Source: an optimization exercise on an open RTL-to-GDS flow (aim: small area, a short achievable clock period and few clock cycles per item). Production flows keep margins and buffers that such runs may drop. In this exercise RTL edits were held to simulation tests only and were not proved equivalent to the original.

build 81:
==> flow/design.v <==
package spp_pkg;
    localparam int PAGE_ID_BITS  = 52;
    localparam int TIME_BITS     = 48;
    localparam int STRIDE_BITS   = 32;
    localparam int TAU_BITS      = 32;
    localparam int CONF_BITS     = 4;
    localparam int DEPTH_BITS    = 4;
    localparam int BUDGET_BITS   = 16;
    localparam int CFG_ADDR_BITS = 2;
    localparam int CFG_DATA_BITS = 16;
    localparam logic [CFG_ADDR_BITS-1:0] REG_DEPTH_BUDGET   = 2'd0;
    localparam logic [CFG_ADDR_BITS-1:0] REG_CONF_THRESHOLD = 2'd1;
    localparam logic [CFG_ADDR_BITS-1:0] REG_CONF_LIMIT     = 2'd2;
    localparam logic [CFG_ADDR_BITS-1:0] REG_DEPTH_LIMIT    = 2'd3;
    localparam int QUOT_BITS = 28;
    localparam logic [31:0] K20 = 32'd214748364;
    localparam int S_TDATA_BITS = 104;
    localparam int M_TDATA_BITS = 160;
endpackage
module spp_ctrl
(
    input  logic [31:0] tau,
    input  logic [15:0] budget,
    input  logic [3:0]  depth_limit,
    output logic [3:0]  depth
);
    logic [20:0] n;
    logic [20:0] n3;
    logic        dv_low;
    logic [20:0] bb;
    logic [20:0] s4;
    logic [20:0] s8;
    logic [20:0] s12;
    logic [20:0] r;
    logic [1:0]  q_hi;
    logic [3:0]  cand [4];
    logic [20:0] t1;
    logic [20:0] t2;
    logic [20:0] t3;
    assign n      = {5'b11111, ~tau[15:0]};
    assign n3     = n + {n[19:0], 1'b0};
    assign dv_low = (tau[31:16] == '0) && (tau[15:0] != 16'hFFFF);
    assign bb     = {5'b0, budget};
    assign s4  = bb + {n[18:0], 2'b00};
    assign s8  = bb + {n[17:0], 3'b000};
    logic [20:0] x12;
    logic [20:0] y12;
    assign x12 = bb ^ {n[17:0], 3'b000} ^ {n[18:0], 2'b00};
    assign y12 = {((bb[19:0] & {n[16:0], 3'b000}) | (bb[19:0] & {n[17:0], 2'b00})
                   | ({n[16:0], 3'b000} & {n[17:0], 2'b00})), 1'b0};
    assign s12 = x12 + y12;
    always_comb
    begin
        if (!s12[20])
        begin
            q_hi = 2'd3;
            r    = s12;
        end
        else if (!s8[20])
        begin
            q_hi = 2'd2;
            r    = s8;
        end
        else if (!s4[20])
        begin
            q_hi = 2'd1;
            r    = s4;
        end
        else
        begin
            q_hi = 2'd0;
            r    = bb;
        end
        for (int l = 0; l < 4; l++)
        begin
            cand[l] = (!dv_low || ({q_hi, 2'(l)} == 4'd0)) ? 4'd1 : {q_hi, 2'(l)};
            cand[l] = (cand[l] > depth_limit) ? depth_limit : cand[l];
        end
        t1    = r + n;
        t2    = r + {n[19:0], 1'b0};
        t3    = r + n3;
        depth = !t3[20] ? cand[3] : !t2[20] ? cand[2] : !t1[20] ? cand[1] : cand[0];
    end
endmodule
module spp_datapath
(
    input  logic [39:0] s,
    input  logic [39:0] c,
    output logic [32:0] quot
);
    function automatic logic [4:0] hot5(input logic [3:0] v);
        hot5 = '0;
        for (int i = 0; i < 16; i++)
        begin
            if (v == 4'(i))
            begin
                hot5 = 5'(1 << (i % 5));
            end
        end
    endfunction
    function automatic logic [4:0] add5(input logic [4:0] a, input logic [4:0] b);
        for (int k = 0; k < 5; k++)
        begin
            add5[k] = 1'b0;
            for (int i = 0; i < 5; i++)
            begin
                add5[k] = add5[k] | (a[i] & b[(k - i + 5) % 5]);
            end
        end
    endfunction
    function automatic logic [3:0] qdig(input logic [4:0] r, input logic [3:0] v);
        logic [3:0] t [5];
        for (int i = 0; i < 5; i++)
        begin
            t[i] = '0;
            for (int j = 0; j < 16; j++)
            begin
                if (v == 4'(j))
                begin
                    t[i] = 4'((16*i + j) / 5);
                end
            end
        end
        qdig = '0;
        for (int i = 0; i < 5; i++)
        begin
            qdig = qdig | ({4{r[i]}} & t[i]);
        end
    endfunction
    logic [39:0] x;
    logic [39:0] cin;
    logic [4:0]  m     [9];
    logic [4:0]  p1    [9];
    logic [4:0]  p2    [9];
    logic [4:0]  p3    [9];
    logic [4:0]  sum_up [9];
    logic [4:0]  above [9];
    logic [35:0] qd;
    assign x   = s + c;
    assign cin = x ^ s ^ c;
    always_comb
    begin
        for (int j = 0; j < 9; j++)
        begin
            m[j] = add5(hot5(s[4*j+2 +: 4]), hot5(c[4*j+2 +: 4]));
        end
        for (int j = 1; j < 9; j++) p1[j] = (j + 1 < 9) ? add5(m[j], m[j+1])   : m[j];
        for (int j = 1; j < 9; j++) p2[j] = (j + 2 < 9) ? add5(p1[j], p1[j+2]) : p1[j];
        for (int j = 1; j < 9; j++) p3[j] = (j + 4 < 9) ? add5(p2[j], p2[j+4]) : p2[j];
        for (int i = 0; i < 8; i++) sum_up[i] = p3[i+1];
        sum_up[8] = 5'd1;
        for (int i = 0; i < 9; i++)
        begin
            above[i] = (i < 8 && cin[4*i+6]) ? {sum_up[i][3:0], sum_up[i][4]} : sum_up[i];
        end
        for (int i = 0; i < 9; i++)
        begin
            qd[4*i +: 4] = qdig(above[i], x[4*i+2 +: 4]);
        end
    end
    assign quot = qd[32:0];
endmodule
module stride_prefetch_predictor
(
    input  logic                                 clk,
    input  logic                                 rst_n,
    input  logic                                 cfg_we,
    input  logic [spp_pkg::CFG_ADDR_BITS-1:0]    cfg_addr,
    input  logic [spp_pkg::CFG_DATA_BITS-1:0]    cfg_wdata,
    input  logic                                 s_tvalid,
    output logic                                 s_tready,
    input  logic [spp_pkg::S_TDATA_BITS-1:0]     s_tdata,
    input  logic                                 s_tuser,
    output logic                                 m_tvalid,
    input  logic                                 m_tready,
    output logic [spp_pkg::M_TDATA_BITS-1:0]     m_tdata,
    output logic                                 m_tuser
);
    localparam int QB = spp_pkg::QUOT_BITS;
    logic [15:0] budget_reg;
    logic [3:0]  conf_threshold_reg;
    logic [3:0]  conf_limit_reg;
    logic [3:0]  depth_limit_reg;
    logic          s1_valid;
    logic          s1_kind;
    logic [51:0]   s1_page;
    logic          s1_update;
    logic [31:0]   s1_e;
    logic          seen_reg;
    logic [47:0]   last_time_reg;
    logic          s2_valid;
    logic          s2_kind;
    logic [51:0]   s2_page;
    logic [31:0]   tau_reg;
    logic          valid_reg;
    logic [31:0]   tau_out_reg;
    logic [31:0]   last_page_reg;
    logic [31:0]   last_stride_reg;
    logic [3:0]    conf_reg;
    logic          pending_reg;
    logic [51:0]   req_base_reg;
    logic [31:0]   req_stride_reg;
    logic [3:0]    req_depth_reg;
    logic [31:0]   fired_reg;
    logic          issue_reg;
    logic        accept;
    logic        advance1;
    logic        advance2;
    logic        kind;
    logic [51:0] page;
    logic [47:0] t;
    assign kind = s_tuser;
    assign page = s_tdata[51:0];
    assign t    = s_tdata[99:52];
    assign advance2 = s2_valid && (!valid_reg || m_tready);
    assign advance1 = s1_valid && (!s2_valid || advance2);
    assign s_tready = !s1_valid || advance1;
    assign accept   = s_tvalid && s_tready;
    assign m_tvalid = valid_reg;
    logic [48:0] t_diff;
    logic        t_ahead;
    logic        t_clamp;
    assign t_diff  = {1'b0, t} - {1'b0, last_time_reg};
    assign t_ahead = !t_diff[48] && (t != last_time_reg);
    assign t_clamp = (t_diff[47:32] != '0);
    function automatic logic [79:0] csa(input logic [39:0] a, input logic [39:0] b,
                                        input logic [39:0] c);
        logic [39:0] sm;
        logic [39:0] cy;
        sm  = a ^ b ^ c;
        cy  = (a & b) | (a & c) | (b & c);
        csa = {cy[38:0], 1'b0, sm};
    endfunction
    logic [39:0] sum_s [2];
    logic [39:0] sum_c [2];
    logic [32:0] tau_next;
    assign {sum_c[0], sum_s[0]} = csa({4'b0000, tau_reg, 4'b0000}, 40'(tau_reg), 40'(s1_e));
    assign {sum_c[1], sum_s[1]} = csa(sum_s[0], sum_c[0], {7'b0, s1_e, 1'b0});
    spp_datapath u_div
    (
        .s    (sum_s[1]),
        .c    (sum_c[1]),
        .quot (tau_next)
    );
    logic [31:0] cur_stride;
    logic        stride_same;
    logic [3:0]  conf_next;
    logic [31:0] stride_next;
    logic        fire;
    logic        issue_now;
    logic [3:0]  conf_up;
    logic [3:0]  conf_down;
    assign cur_stride  = s2_page[31:0] - last_page_reg;
    assign stride_same = (cur_stride == last_stride_reg);
    assign conf_up     = (conf_reg < conf_limit_reg) ? conf_reg + 4'd1 : conf_limit_reg;
    assign conf_down   = (conf_reg > 4'd2) ? conf_reg - 4'd2 : 4'd0;
    assign conf_next   = stride_same ? conf_up : conf_down;
    assign stride_next = stride_same ? last_stride_reg : cur_stride;
    assign fire        = stride_same ? ((conf_up >= conf_threshold_reg) && (last_stride_reg != '0))
                                     : ((conf_down >= conf_threshold_reg)
                                        && (s2_page[31:0] != last_page_reg));
    assign issue_now   = fire && !pending_reg;
    logic [3:0] depth_calc;
    spp_ctrl u_depth
    (
        .tau         (tau_reg),
        .budget      (budget_reg),
        .depth_limit (depth_limit_reg),
        .depth       (depth_calc)
    );
    always_ff @(posedge clk or negedge rst_n)
    begin
        if (!rst_n)
        begin
            budget_reg         <= 16'd12000;
            conf_threshold_reg <= 4'd3;
            conf_limit_reg     <= 4'd8;
            depth_limit_reg    <= 4'd8;
        end
        else if (cfg_we)
        begin
            unique case (cfg_addr)
                spp_pkg::REG_DEPTH_BUDGET:   budget_reg         <= cfg_wdata[15:0];
                spp_pkg::REG_CONF_THRESHOLD: conf_threshold_reg <= cfg_wdata[3:0];
                spp_pkg::REG_CONF_LIMIT:     conf_limit_reg     <= cfg_wdata[3:0];
                default:                     depth_limit_reg    <= cfg_wdata[3:0];
            endcase
        end
    end
    always_ff @(posedge clk or negedge rst_n)
    begin
        if (!rst_n)
        begin
            s1_valid <= 1'b0;
            s2_valid <= 1'b0;
            seen_reg <= 1'b0;
            tau_reg  <= 32'd10000;
        end
        else
        begin
            if (accept)
            begin
                s1_valid <= 1'b1;
                if (!kind)
                begin
                    seen_reg <= 1'b1;
                end
            end
            else if (advance1)
            begin
                s1_valid <= 1'b0;
            end
            if (advance1)
            begin
                s2_valid <= 1'b1;
                if (!s1_kind && s1_update)
                begin
                    tau_reg <= tau_next[31:0];
                end
            end
            else if (advance2)
            begin
                s2_valid <= 1'b0;
            end
        end
    end
    always_ff @(posedge clk)
    begin
        if (accept)
        begin
            s1_kind   <= kind;
            s1_page   <= page;
            s1_update <= seen_reg && t_ahead;
            s1_e      <= t_diff[31:0] | {32{t_clamp}};
            if (!kind)
            begin
                last_time_reg <= t;
            end
        end
        if (advance1)
        begin
            s2_kind <= s1_kind;
            s2_page <= s1_page;
        end
        if (advance2)
        begin
            tau_out_reg <= tau_reg;
        end
    end
    always_ff @(posedge clk or negedge rst_n)
    begin
        if (!rst_n)
        begin
            valid_reg       <= 1'b0;
            last_page_reg   <= '0;
            last_stride_reg <= 32'd1;
            conf_reg        <= '0;
            pending_reg     <= 1'b0;
            req_base_reg    <= '0;
            req_stride_reg  <= '0;
            req_depth_reg   <= '0;
            fired_reg       <= '0;
            issue_reg       <= 1'b0;
        end
        else
        begin
            if (advance2)
            begin
                valid_reg <= 1'b1;
                if (s2_kind)
                begin
                    pending_reg <= 1'b0;
                    issue_reg   <= 1'b0;
                end
                else
                begin
                    last_page_reg   <= s2_page[31:0];
                    last_stride_reg <= stride_next;
                    conf_reg        <= conf_next;
                    issue_reg       <= issue_now;
                    if (fire)
                    begin
                        req_base_reg   <= s2_page;
                        req_stride_reg <= stride_next;
                        req_depth_reg  <= depth_calc;
                    end
                    if (issue_now)
                    begin
                        pending_reg <= 1'b1;
                        fired_reg   <= fired_reg + 32'd1;
                    end
                end
            end
            else if (m_tready)
            begin
                valid_reg <= 1'b0;
            end
        end
    end
    assign m_tuser = issue_reg;
    assign m_tdata = {4'b0000, fired_reg, conf_reg, tau_out_reg, req_depth_reg,
                      req_stride_reg, req_base_reg};
endmodule
clock: 10.0 ns
lec_check: 0
abc_area: 1
cap_margin: 20
core_margin: 2
core_utilization: 60
setup_slack_margin: 5.0
slew_margin: 20
run.sh (not shown) runs the stock make flow with config.mk's settings and CLKGATE_MAP_FILE= SYNTH_SCRIPT=/design/flow/synth_recipe.tcl, a recipe that flattens the netlist after the stock synthesis.
Build 81 ended with every stage complete and zero timing, DRC or antenna violations.
Testbench counts of build 81, summed over its fixed seeds: cycles 3,224, items 3,200.
Setup changes, build 81 to trial 20
--- a/flow/design.v
+++ b/flow/design.v
@@ -186,6 +186,7 @@
     logic [51:0]   s1_page;
     logic          s1_update;
     logic [31:0]   s1_e;
+    logic          s1_clamp;
     logic          seen_reg;
     logic [47:0]   last_time_reg;
     logic          s2_valid;
@@ -231,11 +232,13 @@
         cy  = (a & b) | (a & c) | (b & c);
         csa = {cy[38:0], 1'b0, sm};
     endfunction
+    logic [31:0] e_sat;
     logic [39:0] sum_s [2];
     logic [39:0] sum_c [2];
     logic [32:0] tau_next;
-    assign {sum_c[0], sum_s[0]} = csa({4'b0000, tau_reg, 4'b0000}, 40'(tau_reg), 40'(s1_e));
-    assign {sum_c[1], sum_s[1]} = csa(sum_s[0], sum_c[0], {7'b0, s1_e, 1'b0});
+    assign e_sat = s1_e | {32{s1_clamp}};
+    assign {sum_c[0], sum_s[0]} = csa({4'b0000, tau_reg, 4'b0000}, 40'(tau_reg), 40'(e_sat));
+    assign {sum_c[1], sum_s[1]} = csa(sum_s[0], sum_c[0], {7'b0, e_sat, 1'b0});
     spp_datapath u_div
     (
         .s    (sum_s[1]),
@@ -331,7 +334,8 @@
             s1_kind   <= kind;
             s1_page   <= page;
             s1_update <= seen_reg && t_ahead;
-            s1_e      <= t_diff[31:0] | {32{t_clamp}};
+            s1_e      <= t_diff[31:0];
+            s1_clamp  <= t_clamp;
             if (!kind)
             begin
                 last_time_reg <= t;
Findings:
Across build 81 and trial 20, none had a timing, DRC or antenna violation.
Cmp build 81 and trial 20 / wire length of the first global-routing pass / lower: build 81
A critical path capture point of req_depth_reg[1]$_DFFE_PN0P_ is what build 81 shows, while req_depth_reg[0]$_DFFE_PN0P_ belongs to trial 20.
Between build 81 and trial 20, the area after synthesis figures differ only marginally.
Trial 20 vs. build 81: hold slack was more or less identical; shortest clock period the worst path allows after layout +89 ps; post-route fraction of the period consumed by the critical path picked up an extra 0.89 points; post-placement cell count decreased by 54 relative to the old numbers; final area picked up an extra about 0.4%.
Build 81 ended up with sky130_fd_sc_hd__fa_1 as its slowest stage cell on the critical path; trial 20 ended up with sky130_fd_sc_hd__dfstp_2.
Taking build 81 as the reference, in trial 20 count of clock-buffer cells in the layout went up by 7, clock network contribution to total cell area shows no meaningful change.
Testbench counts of trial 20, summed over its fixed seeds: cycles 3,224, items 3,200.

==> afterwards: timing with drivers on the ports <==
The results above use ideal ports. As a check the final layouts listed here were re-extracted and re-timed, cells and wires unchanged. Step 1 sets driving cells, clkbuf_16 on the clock port and buf_2 on the other inputs (assumed; they add their load-dependent delay and slew). Step 2 moves the port delays by t, midway between the first and last clock arrival at a register: inputs arrive t later, outputs are due t later. That takes back most of the time a late clock gives input paths. Slacks: ideal ports / drivers / drivers and shift; pairs: ideal ports / drivers.
| run | t (ns) | slack for setup (ns) | clock arrival spread, ns | slew at the worst register clock pin (ns) |
|---|---|---|---|---|
| build 81 | 0.704 | 4.940 / 4.940 / 4.466 | 0.028 / 0.028 | 0.07 / 0.07 |
| trial 20 | 0.669 | 4.851 / 4.851 / 4.510 | 0.065 / 0.066 | 0.07 / 0.07 |
After both steps setup and hold are still met in every run listed. The setup slack of build 81, which loses most, moves by 0.000 ns with the drivers and by -0.474 ns with both steps.
